Background: an optimization exercise with open tools, aiming at small area. Do not read the settings as production practice.
Only simulation tests tie the RTL to the original design; equivalence was not proved.

<file path="design.v">
`timescale 1ns/1ps
package ddr_traffic_pkg;
  localparam int BANK_BITS  = 2;
  localparam int ROW_BITS   = 13;
  localparam int COL_BITS   = 9;
  localparam int DATA_BYTES = 16;
  localparam int DATA_BITS  = DATA_BYTES * 8;
  localparam int ADDR_STEP = 4;
  typedef struct packed {
    logic [BANK_BITS-1:0] bank;
    logic [ROW_BITS-1:0]  row;
    logic [COL_BITS-1:0]  col;
  } mem_addr_t;
  typedef logic [DATA_BITS-1:0]  data_word_t;
  typedef logic [DATA_BYTES-1:0] byte_en_t;
  typedef enum logic [1:0] {
    idle,
    seq_addr,
    dm_pin,
    addr_pin
  } test_mode_t;
  typedef struct packed {
    logic       write_req;
    logic       read_req;
    logic       reset_address;
    logic       reset_be;
    logic       reset_data;
    logic       dgen_load;
    logic       first_write;
    test_mode_t mode;
  } seq_ctrl_t;
endpackage
`timescale 1ns/1ps
module ddr_lfsr8 #(
  parameter logic [7:0] SEED = 8'd1
) (
  input  logic       clk,
  input  logic       reset_n,
  input  logic       enable,
  input  logic       pause,
  input  logic       load,
  input  logic [7:0] ldata,
  output logic [7:0] data
);
  logic feedback;
  assign feedback = data[7] ^ data[5] ^ data[4] ^ data[3];
  always_ff @(posedge clk or negedge reset_n)
  begin
    if (!reset_n)
      data <= SEED;
    else if (load)
      data <= ldata;
    else if (enable && !pause)
      data <= {data[6:0], feedback};
  end
endmodule
`timescale 1ns/1ps
module ddr_test_sequencer (
  input  logic                       clk,
  input  logic                       reset_n,
  input  logic                       local_ready,
  input  logic                       local_wdata_req,
  input  logic                       local_rdata_valid,
  input  logic                       reached_max,
  output ddr_traffic_pkg::seq_ctrl_t ctrl,
  output logic                       test_complete
);
  typedef enum logic [3:0] {
    s_start,
    s_select,
    s_zero_write,
    s_zero_drain,
    s_reload,
    s_write,
    s_write_drain,
    s_read,
    s_read_drain,
    s_complete
  } seq_state_t;
  seq_state_t state;
  ddr_traffic_pkg::test_mode_t next_test;
  logic [7:0] writes_remaining;
  logic [7:0] reads_remaining;
  logic       write_accept;
  logic       read_accept;
  assign write_accept = ctrl.write_req & local_ready;
  assign read_accept  = ctrl.read_req & local_ready;
  always_ff @(posedge clk or negedge reset_n)
  begin
    if (!reset_n)
    begin
      writes_remaining <= '0;
      reads_remaining  <= '0;
    end
    else if (state == s_select)
    begin
      writes_remaining <= '0;
      reads_remaining  <= '0;
    end
    else
    begin
      if (write_accept && !local_wdata_req)
        writes_remaining <= writes_remaining + 8'd1;
      else if (!write_accept && local_wdata_req && writes_remaining != '0)
        writes_remaining <= writes_remaining - 8'd1;
      if (read_accept && !local_rdata_valid)
        reads_remaining <= reads_remaining + 8'd1;
      else if (!read_accept && local_rdata_valid && reads_remaining != '0)
        reads_remaining <= reads_remaining - 8'd1;
    end
  end
  always_ff @(posedge clk or negedge reset_n)
  begin
    if (!reset_n)
    begin
      state         <= s_start;
      next_test     <= ddr_traffic_pkg::idle;
      ctrl          <= '0;
      test_complete <= 1'b0;
    end
    else
    begin
      case (state)
        s_start:
        begin
          next_test     <= ddr_traffic_pkg::seq_addr;
          test_complete <= 1'b0;
          state         <= s_select;
        end
        s_select:
        begin
          ctrl.reset_address <= 1'b0;
          ctrl.reset_be      <= 1'b0;
          ctrl.write_req     <= 1'b1;
          ctrl.first_write   <= 1'b1;
          ctrl.mode          <= next_test;
          if (next_test == ddr_traffic_pkg::dm_pin)
          begin
            ctrl.reset_data <= 1'b1;
            state           <= s_zero_write;
          end
          else
            state <= s_write;
        end
        s_zero_write:
        begin
          ctrl.first_write <= 1'b0;
          if (write_accept && reached_max)
          begin
            ctrl.write_req <= 1'b0;
            state          <= s_zero_drain;
          end
        end
        s_zero_drain:
        begin
          if (writes_remaining == '0)
          begin
            ctrl.reset_be      <= 1'b1;
            ctrl.reset_address <= 1'b1;
            ctrl.dgen_load     <= 1'b1;
            state              <= s_reload;
          end
        end
        s_reload:
        begin
          ctrl.reset_address <= 1'b0;
          ctrl.dgen_load     <= 1'b0;
          ctrl.reset_be      <= 1'b0;
          ctrl.reset_data    <= 1'b0;
          ctrl.write_req     <= 1'b1;
          state              <= s_write;
        end
        s_write:
        begin
          ctrl.first_write <= 1'b0;
          if (write_accept && reached_max)
          begin
            ctrl.reset_address <= 1'b1;
            ctrl.write_req     <= 1'b0;
            state              <= s_write_drain;
          end
        end
        s_write_drain:
        begin
          ctrl.reset_address <= 1'b0;
          if (writes_remaining == '0)
          begin
            ctrl.dgen_load <= 1'b1;
            ctrl.reset_be  <= 1'b1;
            ctrl.read_req  <= 1'b1;
            state          <= s_read;
          end
        end
        s_read:
        begin
          ctrl.dgen_load <= 1'b0;
          ctrl.reset_be  <= 1'b0;
          if (read_accept && reached_max)
          begin
            ctrl.read_req <= 1'b0;
            state         <= s_read_drain;
          end
        end
        s_read_drain:
        begin
          if (reads_remaining == '0)
          begin
            ctrl.reset_address <= 1'b1;
            ctrl.mode          <= ddr_traffic_pkg::idle;
            case (ctrl.mode)
              ddr_traffic_pkg::seq_addr:
              begin
                next_test <= ddr_traffic_pkg::dm_pin;
                state     <= s_select;
              end
              ddr_traffic_pkg::dm_pin:
              begin
                next_test <= ddr_traffic_pkg::addr_pin;
                state     <= s_select;
              end
              default:
              begin
                ctrl.dgen_load <= 1'b1;
                state          <= s_complete;
              end
            endcase
          end
        end
        s_complete:
        begin
          ctrl.reset_address <= 1'b0;
          ctrl.reset_be      <= 1'b0;
          ctrl.dgen_load     <= 1'b0;
          test_complete      <= 1'b1;
          state              <= s_start;
        end
        default:
          state <= s_start;
      endcase
    end
  end
endmodule
`timescale 1ns/1ps
module ddr_addr_gen #(
  parameter int MAX_ROW  = 3,
  parameter int MAX_COL  = 16,
  parameter int MAX_BANK = 3
) (
  input  logic                       clk,
  input  logic                       reset_n,
  input  logic                       local_ready,
  input  ddr_traffic_pkg::seq_ctrl_t ctrl,
  output ddr_traffic_pkg::mem_addr_t addr,
  output logic                       reached_max
);
  localparam logic [ddr_traffic_pkg::ROW_BITS-1:0]  row_last   = ddr_traffic_pkg::ROW_BITS'(MAX_ROW);
  localparam logic [ddr_traffic_pkg::COL_BITS-1:0]  col_last   = ddr_traffic_pkg::COL_BITS'(MAX_COL);
  localparam logic [ddr_traffic_pkg::BANK_BITS-1:0] bank_last  = ddr_traffic_pkg::BANK_BITS'(MAX_BANK);
  localparam logic [ddr_traffic_pkg::ROW_BITS-1:0]  row_msb    = {1'b1, {(ddr_traffic_pkg::ROW_BITS-1){1'b0}}};
  localparam logic [ddr_traffic_pkg::ROW_BITS-1:0]  row_msb_lo = {1'b0, {(ddr_traffic_pkg::ROW_BITS-1){1'b1}}};
  ddr_traffic_pkg::mem_addr_t              seq_next;
  ddr_traffic_pkg::mem_addr_t              walk_next;
  logic [ddr_traffic_pkg::BANK_BITS-1:0]   bank_inc;
  logic                   advance;
  logic                   walk_mode;
  assign walk_mode = (ctrl.mode == ddr_traffic_pkg::dm_pin) || (ctrl.mode == ddr_traffic_pkg::addr_pin);
  assign advance   = local_ready && (ctrl.write_req || ctrl.read_req) && (ctrl.mode != ddr_traffic_pkg::idle);
  assign bank_inc  = (addr.bank == bank_last) ? '0 : addr.bank + 1'b1;
  assign reached_max = walk_mode ? (addr.row == '1) :
                       (ctrl.mode == ddr_traffic_pkg::seq_addr) && (addr.col == col_last) &&
                       (addr.row == row_last) && (addr.bank == bank_last);
  always_comb
  begin
    seq_next = addr;
    if (addr.col >= col_last)
    begin
      seq_next.col = '0;
      if (addr.row == row_last)
      begin
        seq_next.row  = '0;
        seq_next.bank = bank_inc;
      end
      else
        seq_next.row = addr.row + 1'b1;
    end
    else
      seq_next.col = addr.col + ddr_traffic_pkg::COL_BITS'(ddr_traffic_pkg::ADDR_STEP);
  end
  always_comb
  begin
    walk_next.bank = bank_inc;
    if (addr.row == '0)
    begin
      walk_next.row = ddr_traffic_pkg::ROW_BITS'(1);
      walk_next.col = ddr_traffic_pkg::COL_BITS'(4);
    end
    else if (addr.row == row_msb)
    begin
      walk_next.row = {{(ddr_traffic_pkg::ROW_BITS-1){1'b1}}, 1'b0};
      walk_next.col = {{(ddr_traffic_pkg::COL_BITS-3){1'b1}}, 3'b000};
    end
    else if (addr.row == row_msb_lo)
    begin
      walk_next.row = '1;
      walk_next.col = {{(ddr_traffic_pkg::COL_BITS-2){1'b1}}, 2'b00};
    end
    else
    begin
      walk_next.row = {addr.row[ddr_traffic_pkg::ROW_BITS-2:0], addr.row[ddr_traffic_pkg::ROW_BITS-1]};
      walk_next.col = {addr.col[ddr_traffic_pkg::COL_BITS-2:2], addr.col[ddr_traffic_pkg::COL_BITS-1], addr.col[1:0]};
    end
  end
  always_ff @(posedge clk or negedge reset_n)
  begin
    if (!reset_n)
      addr <= '0;
    else if (ctrl.reset_address)
      addr <= '0;
    else if (advance)
      addr <= walk_mode ? walk_next : seq_next;
  end
endmodule
`timescale 1ns/1ps
module ddr_data_gen (
  input  logic                        clk,
  input  logic                        reset_n,
  input  logic                        local_wdata_req,
  input  logic                        local_rdata_valid,
  input  ddr_traffic_pkg::seq_ctrl_t  ctrl,
  output ddr_traffic_pkg::data_word_t wdata,
  output ddr_traffic_pkg::data_word_t expected,
  output ddr_traffic_pkg::byte_en_t   be
);
  ddr_traffic_pkg::data_word_t lfsr_data;
  ddr_traffic_pkg::data_word_t ldata;
  logic       lfsr_enable;
  logic       lfsr_pause;
  logic       dm_mode;
  logic       be_step;
  logic       be_all_ones;
  assign dm_mode = (ctrl.mode == ddr_traffic_pkg::dm_pin);
  assign lfsr_enable = ~ctrl.reset_data;
  assign lfsr_pause  = ~(local_wdata_req | local_rdata_valid);
  for (genvar lane = 0; lane < ddr_traffic_pkg::DATA_BYTES; lane++)
  begin : g_lane
    ddr_lfsr8 #(
      .SEED (8'(1 + 10 * lane))
    ) u_lfsr (
      .clk     (clk),
      .reset_n (reset_n),
      .enable  (lfsr_enable),
      .pause   (lfsr_pause),
      .load    (ctrl.dgen_load),
      .ldata   (ldata[8*lane +: 8]),
      .data    (lfsr_data[8*lane +: 8])
    );
  end
  always_ff @(posedge clk)
  begin
    if (ctrl.first_write)
      ldata <= lfsr_data;
  end
  assign wdata    = ctrl.reset_data ? '0 : lfsr_data;
  assign expected = lfsr_data;
  assign be_step     = dm_mode && ((local_wdata_req && !ctrl.reset_data) || local_rdata_valid);
  assign be_all_ones = !dm_mode || ctrl.reset_data;
  always_ff @(posedge clk or negedge reset_n)
  begin
    if (!reset_n)
      be <= '1;
    else if (ctrl.reset_be)
      be <= ddr_traffic_pkg::byte_en_t'(1);
    else if (be_step)
      be <= {be[ddr_traffic_pkg::DATA_BYTES-2:0], be[ddr_traffic_pkg::DATA_BYTES-1]};
    else if (be_all_ones)
      be <= '1;
  end
endmodule
`timescale 1ns/1ps
module ddr_read_checker (
  input  logic                        clk,
  input  logic                        reset_n,
  input  logic                        local_rdata_valid,
  input  ddr_traffic_pkg::data_word_t local_rdata,
  input  ddr_traffic_pkg::data_word_t expected,
  input  ddr_traffic_pkg::byte_en_t   be,
  output ddr_traffic_pkg::byte_en_t   pnf_per_byte,
  output logic                        pnf_persist
);
  ddr_traffic_pkg::byte_en_t compare;
  ddr_traffic_pkg::byte_en_t compare_reg;
  ddr_traffic_pkg::byte_en_t compare_valid;
  logic     last_rdata_valid;
  logic     rdata_seen;
  logic     rdata_seen_d1;
  logic     rdata_seen_d2;
  logic     persist_pre;
  logic     persist_hold;
  always_comb
  begin
    for (int lane = 0; lane < ddr_traffic_pkg::DATA_BYTES; lane++)
      compare[lane] = ((expected[8*lane +: 8] & {8{be[lane]}}) == local_rdata[8*lane +: 8]);
  end
  assign persist_hold = rdata_seen_d2 ? persist_pre : 1'b1;
  always_ff @(posedge clk or negedge reset_n)
  begin
    if (!reset_n)
    begin
      compare_reg      <= '1;
      compare_valid    <= '1;
      pnf_per_byte     <= '1;
      last_rdata_valid <= 1'b0;
      rdata_seen       <= 1'b0;
      rdata_seen_d1    <= 1'b0;
      rdata_seen_d2    <= 1'b0;
      persist_pre      <= 1'b0;
      pnf_persist      <= 1'b0;
    end
    else
    begin
      compare_reg      <= compare;
      last_rdata_valid <= local_rdata_valid;
      if (local_rdata_valid)
        rdata_seen <= 1'b1;
      rdata_seen_d1 <= rdata_seen;
      rdata_seen_d2 <= rdata_seen_d1;
      if (last_rdata_valid)
        compare_valid <= compare_reg;
      persist_pre  <= (&compare_valid) && rdata_seen_d1 && persist_hold;
      pnf_per_byte <= compare_valid;
      pnf_persist  <= persist_pre;
    end
  end
endmodule
`timescale 1ns/1ps
module ddr_traffic_driver #(
  parameter int MAX_ROW  = 3,
  parameter int MAX_COL  = 16,
  parameter int MAX_BANK = 3
) (
  input  logic                        clk,
  input  logic                        reset_n,
  input  logic                        local_ready,
  input  logic                        local_wdata_req,
  input  logic                        local_rdata_valid,
  input  ddr_traffic_pkg::data_word_t local_rdata,
  output ddr_traffic_pkg::mem_addr_t  local_addr,
  output logic                        local_write_req,
  output logic                        local_read_req,
  output ddr_traffic_pkg::data_word_t local_wdata,
  output ddr_traffic_pkg::byte_en_t   local_be,
  output ddr_traffic_pkg::byte_en_t   pnf_per_byte,
  output logic                        pnf_persist,
  output logic                        test_complete,
  output logic [7:0]                  test_status
);
  ddr_traffic_pkg::seq_ctrl_t  ctrl;
  logic       reached_max;
  ddr_traffic_pkg::data_word_t expected;
  assign local_write_req = ctrl.write_req;
  assign local_read_req  = ctrl.read_req;
  assign test_status = {test_complete, 3'b000, ctrl.mode == ddr_traffic_pkg::addr_pin,
                        ctrl.mode == ddr_traffic_pkg::dm_pin, 1'b0, ctrl.mode == ddr_traffic_pkg::seq_addr};
  ddr_test_sequencer u_sequencer (
    .clk               (clk),
    .reset_n           (reset_n),
    .local_ready       (local_ready),
    .local_wdata_req   (local_wdata_req),
    .local_rdata_valid (local_rdata_valid),
    .reached_max       (reached_max),
    .ctrl              (ctrl),
    .test_complete     (test_complete)
  );
  ddr_addr_gen #(
    .MAX_ROW  (MAX_ROW),
    .MAX_COL  (MAX_COL),
    .MAX_BANK (MAX_BANK)
  ) u_addr_gen (
    .clk         (clk),
    .reset_n     (reset_n),
    .local_ready (local_ready),
    .ctrl        (ctrl),
    .addr        (local_addr),
    .reached_max (reached_max)
  );
  ddr_data_gen u_data_gen (
    .clk               (clk),
    .reset_n           (reset_n),
    .local_wdata_req   (local_wdata_req),
    .local_rdata_valid (local_rdata_valid),
    .ctrl              (ctrl),
    .wdata             (local_wdata),
    .expected          (expected),
    .be                (local_be)
  );
  ddr_read_checker u_read_checker (
    .clk               (clk),
    .reset_n           (reset_n),
    .local_rdata_valid (local_rdata_valid),
    .local_rdata       (local_rdata),
    .expected          (expected),
    .be                (local_be),
    .pnf_per_byte      (pnf_per_byte),
    .pnf_persist       (pnf_persist)
  );
endmodule
</file>
<file path="run.sh">
#!/bin/bash
# synth_recipe.tcl (not shown) runs the flow's synth.tcl, then flattens the netlist and writes it again
# the make line also repeats each setting of config.mk as NAME=value (left out here)
make -C /OpenROAD-flow-scripts/flow DESIGN_CONFIG=/design/flow/config.mk WORK_HOME=/design/flow/orfs CLKGATE_MAP_FILE= SYNTH_SCRIPT=/design/flow/synth_recipe.tcl finish
</file>
<file path="config.mk">
export PLATFORM = sky130hd
export DESIGN_NAME = ddr_traffic_driver
export DESIGN_NICKNAME = ddr_traffic_driver
export VERILOG_FILES = /design/flow/design.v
export SDC_FILE = /design/flow/constraint.sdc
export NUM_CORES = 4
export LEC_CHECK = 0
export CAP_MARGIN = 20
export CORE_MARGIN = 2
export CORE_UTILIZATION = 40
export SLEW_MARGIN = 20
</file>
<file path="constraint.sdc">
create_clock -name core_clock -period 5.0 [get_ports {clk}]
set_input_delay 1.0000 -clock core_clock [delete_from_list [all_inputs] [get_ports {clk}]]
set_output_delay 1.0000 -clock core_clock [all_outputs]
set_load 0.01 [all_outputs]
</file>
==> summary.md, run 1 <==
| Metric | Value |
|---|---|
| Status | no timing/DRC/antenna violations |
| Area Overhead vs Synth | 25.4% |
| Nets | 2402 |
| Final Slew Violations | 0 |
| Clock Sinks | 380 |
| Dpl ws | 1.13 ns |
| Rows | 82 |
| Endpoints failing setup | 0 |
| GRT overflow | 0 |
| DP HPWL | 35500 um |
| Ys flop type | edfxtp_1 |
| Fin Setup TNS | 0 ns |
| Post-cts resize count | 0 |
| Worst setup margin | 1.32 ns |
| Core outline area | 0.0499 sq mm |
| Die Ht | 228 um |
| Worst-Skew Late Latency | 0.57 ns |
| Total CTS buffers | 42 |
| Drt pass-1 iters | 5 |
| HP Class | register to register |
| Slew Limit Headroom | 29.3% |
| Yosys warnings | 20 |
| Highest net fanout along the worst path | 65 |
| Worst setup EP type | output pin |
| Largest registers | u_data_gen.g_lane.u_lfsr.data (128), u_data_gen.ldata (128), u_addr_gen.addr (22) |
| Initial Util | 40.2% |
| WL final | 53300 um |
| Maximum buffer depth of the clock tree | 3 |
| Worst setup path class | register to output pin |
| Mapped Area | 0.0201 sq mm |
| CP required | 4.00 ns |
| Vias | 15600 |
| Vias in the first global route | 15400 |
| Initial antenna violation count | 2 |
| Routability Congestion | 0.858 |
| Layout cells sized above 1 | 10.5% |
| Total global routing track utilization | 20.1% |
| Cells after Synth | 1982 |
| First-pass GRT wire length | 84900 um |
| DR vias/cell | 5.30 |
| R2R cell count | 8 |
| Tmin final | 3.68 ns |
| Max_cap viols | 0 |
| CTS tree | yes |
| Fin crit share | 73.6% |
| Initial DRC count | 1098 |
| Drt drc | 0 |
| Slew @ Worst Pin | 1.06 ns |
| Clk_skew | 0.0240 ns |
| Fmax | 272 MHz |
| Crit path arrival time | 2.68 ns |
| Fin. Hold Viols | 0 |
| Number of fill cells | 4591 |
| Crit path launch type | register |
| CTS clock-pin slew for the worst setup and hold paths | 0.06 ns |
| Commonest non-fill, non-tap cell in the layout | clkdlybuf4s50_1 |
| Largest net degree at the start of global routing | 129 |
| Mean post-synth cell area | 10.1 sq um |
| Register area share after synthesis | 51.4% |
| Post-CTS Hold Fix Bufs | 0 |
| Unrepaired setup endpoints after global routing | no |
| Final ANT Viol Nets | 0 |
| Routed wire length per instance | 18.1 um |
| Number of synthesized register bits | 380 |
| IO buf count | 322 |
| Most frequent cells in the layout | 321 x clkdlybuf4s50_1, 287 x o21ai_0, 197 x nand2_1 |
| Hold depth | 0 |
| Post-synth EDFFs | 128 |
| Die Width | 228 um |
| Die footprint | 0.0519 sq mm |
| Io pins | 329 |
| FFs w/ async S/R, synth | 66.3% |
| Cell variety after synth | 67 |
| CTS HTree Levels | 2 |
| Root Buffer | clkbuf_16 |
| Number of buffers added for setup after CTS | 0 |
[synthesized netlist by cell type, drive strengths merged, types with 7 or more instances]
cell type | count | area, sq um
o21ai | 290 | 1450
nand2 | 197 | 739
nor2 | 140 | 526
nor2b | 135 | 845
edfxtp | 128 | 3840
dfstp | 127 | 3340
dfrtp | 125 | 3130
xnor2 | 120 | 1050
mux2i | 115 | 1150
clkbuf | 99 | 392
nand3 | 82 | 415
a22oi | 70 | 526
nand3b | 67 | 503
a21oi | 34 | 170
inv | 29 | 109
nor4 | 28 | 188
buf | 21 | 161
ha | 21 | 263
o22ai | 19 | 119
mux2 | 18 | 210
nor3 | 13 | 65.1
a31oi | 10 | 62.6
o221ai | 9 | 78.8
o21a | 7 | 52.6
o31ai | 7 | 52.6
[cells by family (layout without fill, tap and decap cells)]
kind of cell | count (synthesis) | in the layout | synth area share [%]
flops | 380 | 380 | 51.4
other cells | 1 | 7 | 0.0187
fa+ha+maj | 23 | 23 | 1.51
compound gates | 480 | 480 | 14.1
xor+xnor | 125 | 125 | 5.46
simple gates | 691 | 691 | 17.5
buf+inv | 149 | 442 | 3.30
mux | 133 | 133 | 6.79
[worst paths after layout]
check / slack (ns) / startpoint / end
hold / removal: 0.37 / u_read_checker.compare_valid[14]$_DFFE_PN1P_ / u_read_checker.pnf_per_byte[14]$_DFF_PN1_
setup reg to reg: 2.00 / u_sequencer.ctrl[0]$_DFFE_PN0P_ / u_sequencer.state[1]$_DFFE_PN0P_
max in group asynchronous: 3.50 / reset_n / u_data_gen.g_lane[6].u_lfsr.data[2]$_DFFE_PN1P_
min in group asynchronous: 0.44 / reset_n / u_addr_gen.addr[20]$_DFFE_PN0P_
hold reg to reg: 0.37 / u_read_checker.compare_valid[14]$_DFFE_PN1P_ / u_read_checker.pnf_per_byte[14]$_DFF_PN1_
setup / recovery: 1.32 / u_sequencer.ctrl[4]$_DFFE_PN0P_ / local_wdata[102]
[through the flow]
stage          std cells  hold slack [ns]  area (sq um)  utilization (%)
6_report            2953            0.365         25200             50.4
5_1_grt             2953            0.376         25200             50.4
4_1_cts             2952            0.368         25100             50.4
3_5_place_dp        2874            0.364         23800             47.6
3_3_place_gp        2874            0.359         23800             47.6
2_1_floorplan       1987            0.346         20100                -
[layout make-up]
type                       count  area, sq um  area share, %
sequential                   380        10300           41.0
inverter                      29          109          0.433
tap                          672          841           3.34
clock buffer                  64         1230           4.88
multi-input combinational   1458         9110           36.2
clock inverter                14          164          0.652
timing repair buffer         335         3380           13.4
antenna                        1         2.50        0.00995
[layer usage]
metal  up-vias  wire, um  global-route usage (%)
li1       7606         -                       -
met1      7564     24700                    27.5
met2       389     24300                    31.9
met3        87      2760                    4.28
met4         2      1510                    6.43
met5         -        10                       0
[worst max-delay path: stages (launching register included)]
cell and delay, ns:
dfrtp_4 0.96, buf_4 0.51, nor2b_1 0.13, clkdlybuf4s50_1 0.51
==> inputs of run 2 (changes only) <==
--- a/design.v
+++ b/design.v
@@ -31,27 +31,40 @@
   } seq_ctrl_t;
 endpackage
 `timescale 1ns/1ps
-module ddr_lfsr8 #(
-  parameter logic [7:0] SEED = 8'd1
-) (
-  input  logic       clk,
-  input  logic       reset_n,
-  input  logic       enable,
-  input  logic       pause,
-  input  logic       load,
-  input  logic [7:0] ldata,
-  output logic [7:0] data
+module ddr_lfsr8 (
+  input  logic                      clk,
+  input  logic                      reset_n,
+  input  logic                      local_wdata_req,
+  input  logic                      local_rdata_valid,
+  input  logic                      dm_mode,
+  input  logic                      reset_data,
+  input  logic                      reset_be,
+  output ddr_traffic_pkg::byte_en_t be
 );
-  logic feedback;
-  assign feedback = data[7] ^ data[5] ^ data[4] ^ data[3];
+  logic       all_ones;
+  logic [3:0] lane;
+  logic       be_step;
+  assign be_step = dm_mode && ((local_wdata_req && !reset_data) || local_rdata_valid);
   always_ff @(posedge clk or negedge reset_n)
   begin
     if (!reset_n)
-      data <= SEED;
-    else if (load)
-      data <= ldata;
-    else if (enable && !pause)
-      data <= {data[6:0], feedback};
+      all_ones <= 1'b1;
+    else if (reset_be)
+      all_ones <= 1'b0;
+    else if (!be_step && (!dm_mode || reset_data))
+      all_ones <= 1'b1;
+  end
+  always_ff @(posedge clk)
+  begin
+    if (reset_be)
+      lane <= '0;
+    else if (be_step)
+      lane <= lane + 4'd1;
+  end
+  always_comb
+  begin
+    for (int i = 0; i < ddr_traffic_pkg::DATA_BYTES; i++)
+      be[i] = all_ones || (lane == 4'(i));
   end
 endmodule
 `timescale 1ns/1ps
@@ -79,35 +92,21 @@
   } seq_state_t;
   seq_state_t state;
   ddr_traffic_pkg::test_mode_t next_test;
-  logic [7:0] writes_remaining;
-  logic [7:0] reads_remaining;
-  logic       write_accept;
-  logic       read_accept;
-  assign write_accept = ctrl.write_req & local_ready;
-  assign read_accept  = ctrl.read_req & local_ready;
+  logic [6:0] remaining;
+  logic       accept;
+  logic       strobe;
+  assign accept = (ctrl.write_req | ctrl.read_req) & local_ready;
+  assign strobe = (ctrl.read_req || state == s_read_drain) ? local_rdata_valid : local_wdata_req;
   always_ff @(posedge clk or negedge reset_n)
   begin
     if (!reset_n)
-    begin
-      writes_remaining <= '0;
-      reads_remaining  <= '0;
-    end
+      remaining <= '0;
     else if (state == s_select)
-    begin
-      writes_remaining <= '0;
-      reads_remaining  <= '0;
-    end
-    else
-    begin
-      if (write_accept && !local_wdata_req)
-        writes_remaining <= writes_remaining + 8'd1;
-      else if (!write_accept && local_wdata_req && writes_remaining != '0)
-        writes_remaining <= writes_remaining - 8'd1;
-      if (read_accept && !local_rdata_valid)
-        reads_remaining <= reads_remaining + 8'd1;
-      else if (!read_accept && local_rdata_valid && reads_remaining != '0)
-        reads_remaining <= reads_remaining - 8'd1;
-    end
+      remaining <= '0;
+    else if (accept && !strobe)
+      remaining <= remaining + 7'd1;
+    else if (!accept && strobe && remaining != '0)
+      remaining <= remaining - 7'd1;
   end
   always_ff @(posedge clk or negedge reset_n)
   begin
@@ -145,7 +144,7 @@
         s_zero_write:
         begin
           ctrl.first_write <= 1'b0;
-          if (write_accept && reached_max)
+          if (accept && reached_max)
           begin
             ctrl.write_req <= 1'b0;
             state          <= s_zero_drain;
@@ -153,7 +152,7 @@
         end
         s_zero_drain:
         begin
-          if (writes_remaining == '0)
+          if (remaining == '0)
           begin
             ctrl.reset_be      <= 1'b1;
             ctrl.reset_address <= 1'b1;
@@ -173,7 +172,7 @@
         s_write:
         begin
           ctrl.first_write <= 1'b0;
-          if (write_accept && reached_max)
+          if (accept && reached_max)
           begin
             ctrl.reset_address <= 1'b1;
             ctrl.write_req     <= 1'b0;
@@ -183,7 +182,7 @@
         s_write_drain:
         begin
           ctrl.reset_address <= 1'b0;
-          if (writes_remaining == '0)
+          if (remaining == '0)
           begin
             ctrl.dgen_load <= 1'b1;
             ctrl.reset_be  <= 1'b1;
@@ -195,7 +194,7 @@
         begin
           ctrl.dgen_load <= 1'b0;
           ctrl.reset_be  <= 1'b0;
-          if (read_accept && reached_max)
+          if (accept && reached_max)
           begin
             ctrl.read_req <= 1'b0;
             state         <= s_read_drain;
@@ -203,7 +202,7 @@
         end
         s_read_drain:
         begin
-          if (reads_remaining == '0)
+          if (remaining == '0)
           begin
             ctrl.reset_address <= 1'b1;
             ctrl.mode          <= ddr_traffic_pkg::idle;
@@ -326,55 +325,275 @@
   input  logic                        reset_n,
   input  logic                        local_wdata_req,
   input  logic                        local_rdata_valid,
-  input  ddr_traffic_pkg::seq_ctrl_t  ctrl,
+  input  logic                        reset_data,
+  input  logic                        dgen_load,
+  input  logic                        first_write,
   output ddr_traffic_pkg::data_word_t wdata,
-  output ddr_traffic_pkg::data_word_t expected,
-  output ddr_traffic_pkg::byte_en_t   be
+  output ddr_traffic_pkg::data_word_t expected
 );
-  ddr_traffic_pkg::data_word_t lfsr_data;
-  ddr_traffic_pkg::data_word_t ldata;
-  logic       lfsr_enable;
-  logic       lfsr_pause;
-  logic       dm_mode;
-  logic       be_step;
-  logic       be_all_ones;
-  assign dm_mode = (ctrl.mode == ddr_traffic_pkg::dm_pin);
-  assign lfsr_enable = ~ctrl.reset_data;
-  assign lfsr_pause  = ~(local_wdata_req | local_rdata_valid);
-  for (genvar lane = 0; lane < ddr_traffic_pkg::DATA_BYTES; lane++)
-  begin : g_lane
-    ddr_lfsr8 #(
-      .SEED (8'(1 + 10 * lane))
-    ) u_lfsr (
-      .clk     (clk),
-      .reset_n (reset_n),
-      .enable  (lfsr_enable),
-      .pause   (lfsr_pause),
-      .load    (ctrl.dgen_load),
-      .ldata   (ldata[8*lane +: 8]),
-      .data    (lfsr_data[8*lane +: 8])
-    );
-  end
-  always_ff @(posedge clk)
-  begin
-    if (ctrl.first_write)
-      ldata <= lfsr_data;
-  end
-  assign wdata    = ctrl.reset_data ? '0 : lfsr_data;
-  assign expected = lfsr_data;
-  assign be_step     = dm_mode && ((local_wdata_req && !ctrl.reset_data) || local_rdata_valid);
-  assign be_all_ones = !dm_mode || ctrl.reset_data;
+  logic [7:0] s;
+  logic [7:0] ldata;
+  logic       feedback;
+  assign feedback = s[7] ^ s[5] ^ s[4] ^ s[3];
   always_ff @(posedge clk or negedge reset_n)
   begin
     if (!reset_n)
-      be <= '1;
-    else if (ctrl.reset_be)
-      be <= ddr_traffic_pkg::byte_en_t'(1);
-    else if (be_step)
-      be <= {be[ddr_traffic_pkg::DATA_BYTES-2:0], be[ddr_traffic_pkg::DATA_BYTES-1]};
-    else if (be_all_ones)
-      be <= '1;
+      s <= 8'd1;
+    else if (dgen_load)
+      s <= ldata;
+    else if (!reset_data && (local_wdata_req || local_rdata_valid))
+      s <= {s[6:0], feedback};
+  end
+  always_ff @(posedge clk)
+  begin
+    if (first_write)
+      ldata <= s;
   end
+  logic x0;
+  logic x1;
+  logic x2;
+  logic x3;
+  logic x4;
+  logic x5;
+  logic x6;
+  logic x7;
+  logic x8;
+  logic x9;
+  logic x10;
+  logic x11;
+  logic x12;
+  logic x13;
+  logic x14;
+  logic x15;
+  logic x16;
+  logic x17;
+  logic x18;
+  logic x19;
+  logic x20;
+  logic x21;
+  logic x22;
+  logic x23;
+  logic x24;
+  logic x25;
+  logic x26;
+  logic x27;
+  logic x28;
+  logic x29;
+  logic x30;
+  logic x31;
+  logic x32;
+  logic x33;
+  logic x34;
+  logic x35;
+  logic x36;
+  logic x37;
+  logic x38;
+  logic x39;
+  logic x40;
+  logic x41;
+  logic x42;
+  logic x43;
+  logic x44;
+  logic x45;
+  logic x46;
+  logic x47;
+  logic x48;
+  logic x49;
+  logic x50;
+  logic x51;
+  logic x52;
+  logic x53;
+  logic x54;
+  logic x55;
+  logic x56;
+  logic x57;
+  logic x58;
+  logic x59;
+  logic x60;
+  logic x61;
+  logic x62;
+  logic x63;
+  logic x64;
+  logic x65;
+  logic x66;
+  logic x67;
+  logic x68;
+  logic x69;
+  logic x70;
+  logic x71;
+  logic x72;
+  logic x73;
+  logic x74;
+  logic x75;
+  logic x76;
+  logic x77;
+  logic x78;
+  logic x79;
+  logic x80;
+  logic x81;
+  logic x82;
+  logic x83;
+  logic x84;
+  logic x85;
+  logic x86;
+  logic x87;
+  logic x88;
+  logic x89;
+  logic x90;
+  logic x91;
+  logic x92;
+  logic x93;
+  logic x94;
+  logic x95;
+  logic x96;
+  logic x97;
+  logic x98;
+  logic x99;
+  logic x100;
+  logic x101;
+  logic x102;
+  logic x103;
+  logic x104;
+  logic x105;
+  logic x106;
+  logic x107;
+  logic x108;
+  logic x109;
+  logic x110;
+  logic x111;
+  logic x112;
+  logic x113;
+  assign x0 = s[0] ^ s[2];
+  assign x1 = s[1] ^ x0;
+  assign x2 = s[1] ^ s[3];
+  assign x3 = x0 ^ s[3];
+  assign x4 = s[2] ^ x2;
+  assign x5 = x0 ^ x2;
+  assign x6 = s[2] ^ s[4];
+  assign x7 = x1 ^ x6;
+  assign x8 = s[0] ^ x6;
+  assign x9 = s[1] ^ x8;
+  assign x10 = x3 ^ x6;
+  assign x11 = x2 ^ s[4];
+  assign x12 = s[0] ^ x11;
+  assign x13 = s[3] ^ x6;
+  assign x14 = x2 ^ x6;
+  assign x15 = s[0] ^ x14;
+  assign x16 = x0 ^ s[5];
+  assign x17 = s[3] ^ s[5];
+  assign x18 = x4 ^ x17;
+  assign x19 = x0 ^ x18;
+  assign x20 = s[1] ^ x17;
+  assign x21 = x0 ^ x17;
+  assign x22 = s[2] ^ x20;
+  assign x23 = x6 ^ s[5];
+  assign x24 = s[1] ^ x23;
+  assign x25 = x11 ^ x21;
+  assign x26 = s[4] ^ x17;
+  assign x27 = x5 ^ x23;
+  assign x28 = x6 ^ x17;
+  assign x29 = s[0] ^ x28;
+  assign x30 = s[1] ^ x28;
+  assign x31 = x1 ^ x26;
+  assign x32 = s[0] ^ s[6];
+  assign x33 = s[1] ^ x32;
+  assign x34 = x0 ^ x33;
+  assign x35 = x2 ^ s[6];
+  assign x36 = x2 ^ x32;
+  assign x37 = x1 ^ x36;
+  assign x38 = s[4] ^ x33;
+  assign x39 = x6 ^ s[6];
+  assign x40 = x6 ^ x33;
+  assign x41 = x3 ^ x39;
+  assign x42 = s[4] ^ x35;
+  assign x43 = s[3] ^ x39;
+  assign x44 = x13 ^ x32;
+  assign x45 = x6 ^ x36;
+  assign x46 = x17 ^ s[6];
+  assign x47 = s[5] ^ x36;
+  assign x48 = s[2] ^ x46;
+  assign x49 = x16 ^ x36;
+  assign x50 = x1 ^ x46;
+  assign x51 = x12 ^ x47;
+  assign x52 = x16 ^ x39;
+  assign x53 = x23 ^ x32;
+  assign x54 = x14 ^ x46;
+  assign x55 = s[4] ^ x46;
+  assign x56 = s[1] ^ x55;
+  assign x57 = x26 ^ x33;
+  assign x58 = x20 ^ x39;
+  assign x59 = x23 ^ x36;
+  assign x60 = s[1] ^ s[7];
+  assign x61 = x0 ^ s[7];
+  assign x62 = s[2] ^ x60;
+  assign x63 = x0 ^ x60;
+  assign x64 = x2 ^ x62;
+  assign x65 = s[3] ^ x61;
+  assign x66 = x6 ^ x63;
+  assign x67 = x6 ^ s[7];
+  assign x68 = x6 ^ x60;
+  assign x69 = s[0] ^ x68;
+  assign x70 = x4 ^ x68;
+  assign x71 = x3 ^ x67;
+  assign x72 = x11 ^ x63;
+  assign x73 = s[5] ^ x61;
+  assign x74 = s[5] ^ x62;
+  assign x75 = s[5] ^ x63;
+  assign x76 = x4 ^ x75;
+  assign x77 = x17 ^ x62;
+  assign x78 = x16 ^ x67;
+  assign x79 = x23 ^ x62;
+  assign x80 = x16 ^ x68;
+  assign x81 = s[5] ^ x67;
+  assign x82 = s[0] ^ x81;
+  assign x83 = s[2] ^ x80;
+  assign x84 = x26 ^ s[7];
+  assign x85 = x26 ^ x60;
+  assign x86 = x21 ^ x68;
+  assign x87 = x17 ^ x68;
+  assign x88 = x26 ^ x63;
+  assign x89 = x32 ^ s[7];
+  assign x90 = s[2] ^ x89;
+  assign x91 = s[3] ^ x89;
+  assign x92 = x2 ^ x89;
+  assign x93 = x35 ^ x63;
+  assign x94 = x8 ^ x90;
+  assign x95 = s[6] ^ x68;
+  assign x96 = s[6] ^ x70;
+  assign x97 = x35 ^ x68;
+  assign x98 = x13 ^ x89;
+  assign x99 = x35 ^ x67;
+  assign x100 = x16 ^ x90;
+  assign x101 = s[5] ^ x89;
+  assign x102 = x23 ^ x95;
+  assign x103 = s[1] ^ x101;
+  assign x104 = s[6] ^ x75;
+  assign x105 = x46 ^ x60;
+  assign x106 = x20 ^ x89;
+  assign x107 = x21 ^ x89;
+  assign x108 = s[4] ^ x101;
+  assign x109 = s[6] ^ x81;
+  assign x110 = s[5] ^ x95;
+  assign x111 = s[4] ^ x106;
+  assign x112 = x46 ^ x67;
+  assign x113 = x46 ^ x68;
+  assign expected[7:0] = {s[7], s[6], s[5], s[4], s[3], s[2], s[1], s[0]};
+  assign expected[15:8] = {x94, x46, x23, x11, x3, x87, x45, x69};
+  assign expected[23:16] = {x17, x6, x2, x0, x85, x44, x68, x36};
+  assign expected[31:24] = {x55, x28, x14, x5, x88, x104, x92, x98};
+  assign expected[39:32] = {x39, x20, x8, x79, x41, x67, x35, x16};
+  assign expected[47:40] = {x64, x34, x19, x76, x107, x54, x27, x73};
+  assign expected[55:48] = {x112, x58, x31, x75, x106, x93, x99, x50};
+  assign expected[63:56] = {s[1], s[0], x84, x43, x22, x9, x80, x101};
+  assign expected[71:64] = {x105, x53, x60, x32, x70, x37, x18, x7};
+  assign expected[79:72] = {x85, x44, x68, x36, x72, x110, x57, x61};
+  assign expected[87:80] = {x62, x33, x71, x109, x56, x29, x74, x38};
+  assign expected[95:88] = {x95, x47, x65, x113, x59, x63, x111, x90};
+  assign expected[103:96] = {x30, x15, x83, x103, x91, x97, x49, x25};
+  assign expected[111:104] = {x78, x100, x51, x26, x13, x4, x1, x86};
+  assign expected[119:112] = {x89, x96, x48, x24, x12, x82, x102, x52};
+  assign expected[127:120] = {x10, x81, x42, x21, x77, x40, x66, x108};
+  assign wdata = reset_data ? '0 : expected;
 endmodule
 `timescale 1ns/1ps
 module ddr_read_checker (
@@ -402,11 +621,12 @@
       compare[lane] = ((expected[8*lane +: 8] & {8{be[lane]}}) == local_rdata[8*lane +: 8]);
   end
   assign persist_hold = rdata_seen_d2 ? persist_pre : 1'b1;
+  always_ff @(posedge clk)
+    compare_reg <= compare;
   always_ff @(posedge clk or negedge reset_n)
   begin
     if (!reset_n)
     begin
-      compare_reg      <= '1;
       compare_valid    <= '1;
       pnf_per_byte     <= '1;
       last_rdata_valid <= 1'b0;
@@ -418,7 +638,6 @@
     end
     else
     begin
-      compare_reg      <= compare;
       last_rdata_valid <= local_rdata_valid;
       if (local_rdata_valid)
         rdata_seen <= 1'b1;
@@ -488,9 +707,20 @@
     .reset_n           (reset_n),
     .local_wdata_req   (local_wdata_req),
     .local_rdata_valid (local_rdata_valid),
-    .ctrl              (ctrl),
+    .reset_data        (ctrl.reset_data),
+    .dgen_load         (ctrl.dgen_load),
+    .first_write       (ctrl.first_write),
     .wdata             (local_wdata),
-    .expected          (expected),
+    .expected          (expected)
+  );
+  ddr_lfsr8 u_be_gen (
+    .clk               (clk),
+    .reset_n           (reset_n),
+    .local_wdata_req   (local_wdata_req),
+    .local_rdata_valid (local_rdata_valid),
+    .dm_mode           (ctrl.mode == ddr_traffic_pkg::dm_pin),
+    .reset_data        (ctrl.reset_data),
+    .reset_be          (ctrl.reset_be),
     .be                (local_be)
   );
   ddr_read_checker u_read_checker (
==> run 2 against run 1 <==
Synthesized cell count shrank 30%. Area after synthesis shrank 43%. Utilization rose by 4.2 points. Die area is 42% lower.
==> summary.md, run 2 <==
| Metric | Value |
|---|---|
| Status | no timing/DRC/antenna violations (unchanged) |
| First-pass GRT wire length | 66600 um (was 84900 um) |
| FFs w/ async S/R, synth | 76.7% (was 66.3%) |
| Clock Sinks | 120 (was 380) |
| Cells after Synth | 1387 (was 1982) |
| Layout cells sized above 1 | 11.1% (was 10.5%) |
| Max FFs per register | 22 |
| Worst setup path class | register to output pin (unchanged) |
| Die Ht | 174 um (was 228 um) |
| Number of buffers added for setup after CTS | 0 (unchanged) |
| Unrepaired setup endpoints after global routing | no (unchanged) |
| Yosys warnings | 5 (was 20) |
| Post-synth top cells | 188 x nor2_1, 112 x nand2_1, 110 x xnor2_1 (was 287 x o21ai_0, 197 x nand2_1, 140 x nor2_1) |
| Die Width | 174 um (was 228 um) |
| Hold depth | 0 (unchanged) |
| GRT overflow | 0 (unchanged) |
| Io pins | 329 (unchanged) |
| Largest family of logic cells by synthesized area | simple AND/OR/NAND/NOR gates (unchanged) |
| Area Overhead vs Synth | 35.2% (was 25.4%) |
| Cell taking the most area after synthesis | dfrtp_1 (was edfxtp_1) |
| Mapped Area | 0.0115 sq mm (was 0.0201 sq mm) |
| Largest net degree at the start of global routing | 60 (was 129) |
| Rows | 62 (was 82) |
| HP Class | register to register (unchanged) |
| Dpl ws | 0.811 ns (was 1.13 ns) |
| WL final | 45000 um (was 53300 um) |
| Simple-gate share of the synthesized area | 22.7% (was 17.5%) |
| Drt drc | 0 (unchanged) |
| Fmax | 218 MHz (was 272 MHz) |
| Compound-cell area share of the yosys netlist | 18.5% (was 14.1%) |
| R2R cell count | 13 (was 8) |
| Clk_skew | 0.0180 ns (was 0.0240 ns) |
| Final ANT Viol Nets | 0 (unchanged) |
| Worst setup margin | 0.410 ns (was 1.32 ns) |
| Crit path arrival time | 3.59 ns (was 2.68 ns) |
| Max_cap viols | 0 (unchanged) |
| Multiplexer share of the synthesized area | 4.59% (was 6.79%) |
| Number of synthesized register bits | 120 (was 380) |
| Root Buffer | clkbuf_16 (unchanged) |
| Yosys top cell area share | 12.6% (was 19.2%) |
| Fin. Hold Viols | 0 (unchanged) |
| Endpoints failing setup | 0 (unchanged) |
| Fin Setup TNS | 0 ns (unchanged) |
| CP required | 4.00 ns (about the same) |
| Ys flop type | dfrtp_1 (was edfxtp_1) |
| Maximum buffer depth of the clock tree | 2 (was 3) |
| Nets | 1823 (was 2402) |
| Post-synthesis adder-cell area fraction | 2.24% (was 1.51%) |
| Post-CTS Hold Fix Bufs | 0 (unchanged) |
| Cell variety after synth | 94 (was 67) |
| Post-cts resize count | 0 (unchanged) |
| Most frequent cells in the layout | 321 x clkdlybuf4s50_1, 188 x nor2_1, 112 x nand2_1 (was 321 x clkdlybuf4s50_1, 287 x o21ai_0, 197 x nand2_1) |
| Initial Util | 40.4% (was 40.2%) |
| CTS clock-pin slew for the worst setup and hold paths | 0.06 ns (about the same) |
| CTS HTree Levels | 4 (was 2) |
| Post-synth EDFFs | 8 (was 128) |
| Total global routing track utilization | 29.0% (was 20.1%) |
| Final Slew Violations | 0 (unchanged) |
| Total CTS buffers | 17 (was 42) |
| Initial DRC count | 1165 (was 1098) |
| Largest Register | u_addr_gen.addr |
| Mean post-synth cell area | 8.29 sq um (was 10.1 sq um) |
| Top post-synthesis cells by area | dfrtp_1 13%, xnor2_1 8.4%, dfstp_2 7.8%, nor2_1 6.1%, xor2_1 4.4% (was edfxtp_1 19%, dfstp_2 17%, dfrtp_1 16%, o21ai_0 7.2%, mux2i_1 5.7%) |
| IO buf count | 322 (unchanged) |
| Highest net fanout along the worst path | 15 (was 65) |
| Slew Limit Headroom | 26.2% (was 29.3%) |
| Crit path launch type | register (unchanged) |
| Die footprint | 0.0301 sq mm (was 0.0519 sq mm) |
| Vias | 11600 (was 15600) |
| Drt pass-1 iters | 8 (was 5) |
| Core outline area | 0.0285 sq mm (was 0.0499 sq mm) |
| Most numerous cell in the Yosys netlist | nor2_1 (was o21ai_0) |
| Routability Congestion | 0.884 (was 0.858) |
| Commonest non-fill, non-tap cell in the layout | clkdlybuf4s50_1 (unchanged) |
| Hold path start | u_read_checker.compare_valid[3]$_DFFE_PN1P_ (was u_read_checker.compare_valid[14]$_DFFE_PN1P_) |
| Worst-Skew Late Latency | 0.42 ns (was 0.57 ns) |
| CTS tree | yes (unchanged) |
| Tmin final | 4.59 ns (was 3.68 ns) |
| Slew @ Worst Pin | 1.11 ns (was 1.06 ns) |
| Vias in the first global route | 10800 (was 15400) |
| Reg2reg end | u_sequencer.remaining[6]$_DFFE_PN0P_ (was u_sequencer.state[1]$_DFFE_PN0P_) |
| Register area share after synthesis | 26.0% (was 51.4%) |
| Hold Path Sink | u_read_checker.pnf_per_byte[3]$_DFF_PN1_ (was u_read_checker.pnf_per_byte[14]$_DFF_PN1_) |
| Register-to-register setup slack | 1.17 ns (was 2.00 ns) |
| Initial antenna violation count | 6 (was 2) |
| Worst setup EP type | output pin (unchanged) |
| RR Startpoint | u_sequencer.state[3]$_DFFE_PN0P_ (was u_sequencer.ctrl[0]$_DFFE_PN0P_) |
| Post-Synth XOR/XNOR Area | 20.2% (was 5.46%) |
| DR vias/cell | 5.59 (was 5.30) |
| Routed wire length per instance | 21.7 um (was 18.1 um) |
| DP HPWL | 35300 um (was 35500 um) |
| Fin crit share | 91.8% (was 73.6%) |
run 2: changes by cell type after synthesis, moves of 56 or more:
| cell | change |
|---|---|
| dfstp_2 | -93 |
| o21ai_0 | -207 |
| nand3b_1 | -58 |
| a22oi_1 | -56 |
| dfrtp_1 | -67 |
| nor2b_1 | -109 |
| mux2i_1 | -87 |
| edfxtp_1 | -120 |
| nand2_1 | -85 |
run 2: cells by family after synthesis:
| group | Yosys count |
|---|---|
| and+or+nand+nor | 529 |
| AOI/OAI and AO/OA | 327 |
| xor gates and xnor gates | 206 |
| buffers and inverters | 136 |
| DFF | 120 |
| muxes | 48 |
| adders and majority gates | 20 |
| other | 1 |
run 2: metal layers:
layer	part of all wire (%)	vias up	track usage, %
li1	-	5497	-
met1	44	5561	39.3
met2	46	450	46.3
met3	6.8	78	5.00
met4	3.6	0	11.3
met5	0	-	0
run 2: metrics by stage:
stage / area, sq um / hold WS [ns] / instances / utilization [%]
floorplan: 11500 / 0.346 / 1392 / -
global placement: 15000 / 0.359 / 2035 / 52.5
detailed placement: 15000 / 0.363 / 2035 / 52.5
CTS: 15500 / 0.372 / 2067 / 54.6
global route: 15500 / 0.375 / 2071 / 54.6
finish: 15500 / 0.368 / 2071 / 54.6
run 2: worst max-delay path by stage:
| stage | depth (start not counted) | start | to |
|---|---|---|---|
| floorplan | 14 | u_sequencer.state[0]$_DFFE_PN0P_ | u_sequencer.remaining[6]$_DFFE_PN0P_ |
| global placement | 5 | u_data_gen.s[3]$_DFFE_PN0P_ | local_wdata[50] |
| detailed placement | 5 | u_data_gen.s[2]$_DFFE_PN0P_ | local_wdata[116] |
| CTS | 5 | u_data_gen.s[2]$_DFFE_PN0P_ | local_wdata[116] |
| global route | 5 | u_data_gen.s[2]$_DFFE_PN0P_ | local_wdata[42] |
| finish | 5 | u_data_gen.s[2]$_DFFE_PN0P_ | local_wdata[116] |
run 2: layout make-up:
cell class | instances | area [sq um]
Antenna cell | 4 | 10.0
Clock buffer | 18 | 439
Clock inverter | 14 | 136
Fill cell | 2670 | 12900
Inverter | 40 | 155
Multi-Input combinational cell | 1136 | 7870
Sequential cell | 120 | 2990
Tap cell | 384 | 480
Timing Repair Buffer | 355 | 3470
run 2: worst max-delay path, stage by stage, from the launching register on:
cell	delay [ns]
dfrtp_1	1.08
xor2_4	0.32
xnor2_2	0.69
xor2_1	0.23
nor2_1	0.26
clkdlybuf4s50_1	0.59

==> static timing again, ports no longer ideal <==
No port has a modelled driver above. Below, the same layouts with a new extraction and two added sets of constraints. Step 1, drivers: a clkbuf_16 drives clk and a buf_2 each remaining input, both assumed. Step 2 adds t to the input delays and takes it off the output delays; t is the mean of the earliest and latest rising clock arrival at the registers after step 1. Input paths then give back, and output paths get back, about the clock's delay inside the block. Three values: no drivers, after step 1, after step 2; two values: the first two.
| run | t, ns | setup slack, ns | hold slack, ns | cell pins on the clock port's net |
|---|---|---|---|---|
| run 1 | 0.617 | 1.318 / 1.262 / 1.089 | 0.365 / 0.365 / 0.365 | 1 |
| run 2 | 0.461 | 0.410 / 0.361 / 0.822 | 0.368 / 0.368 / 0.368 | 1 |
After both steps setup and hold are still met in every run listed. The setup slack of run 1, which loses most, moves by -0.056 ns with the drivers and by -0.229 ns with both steps.
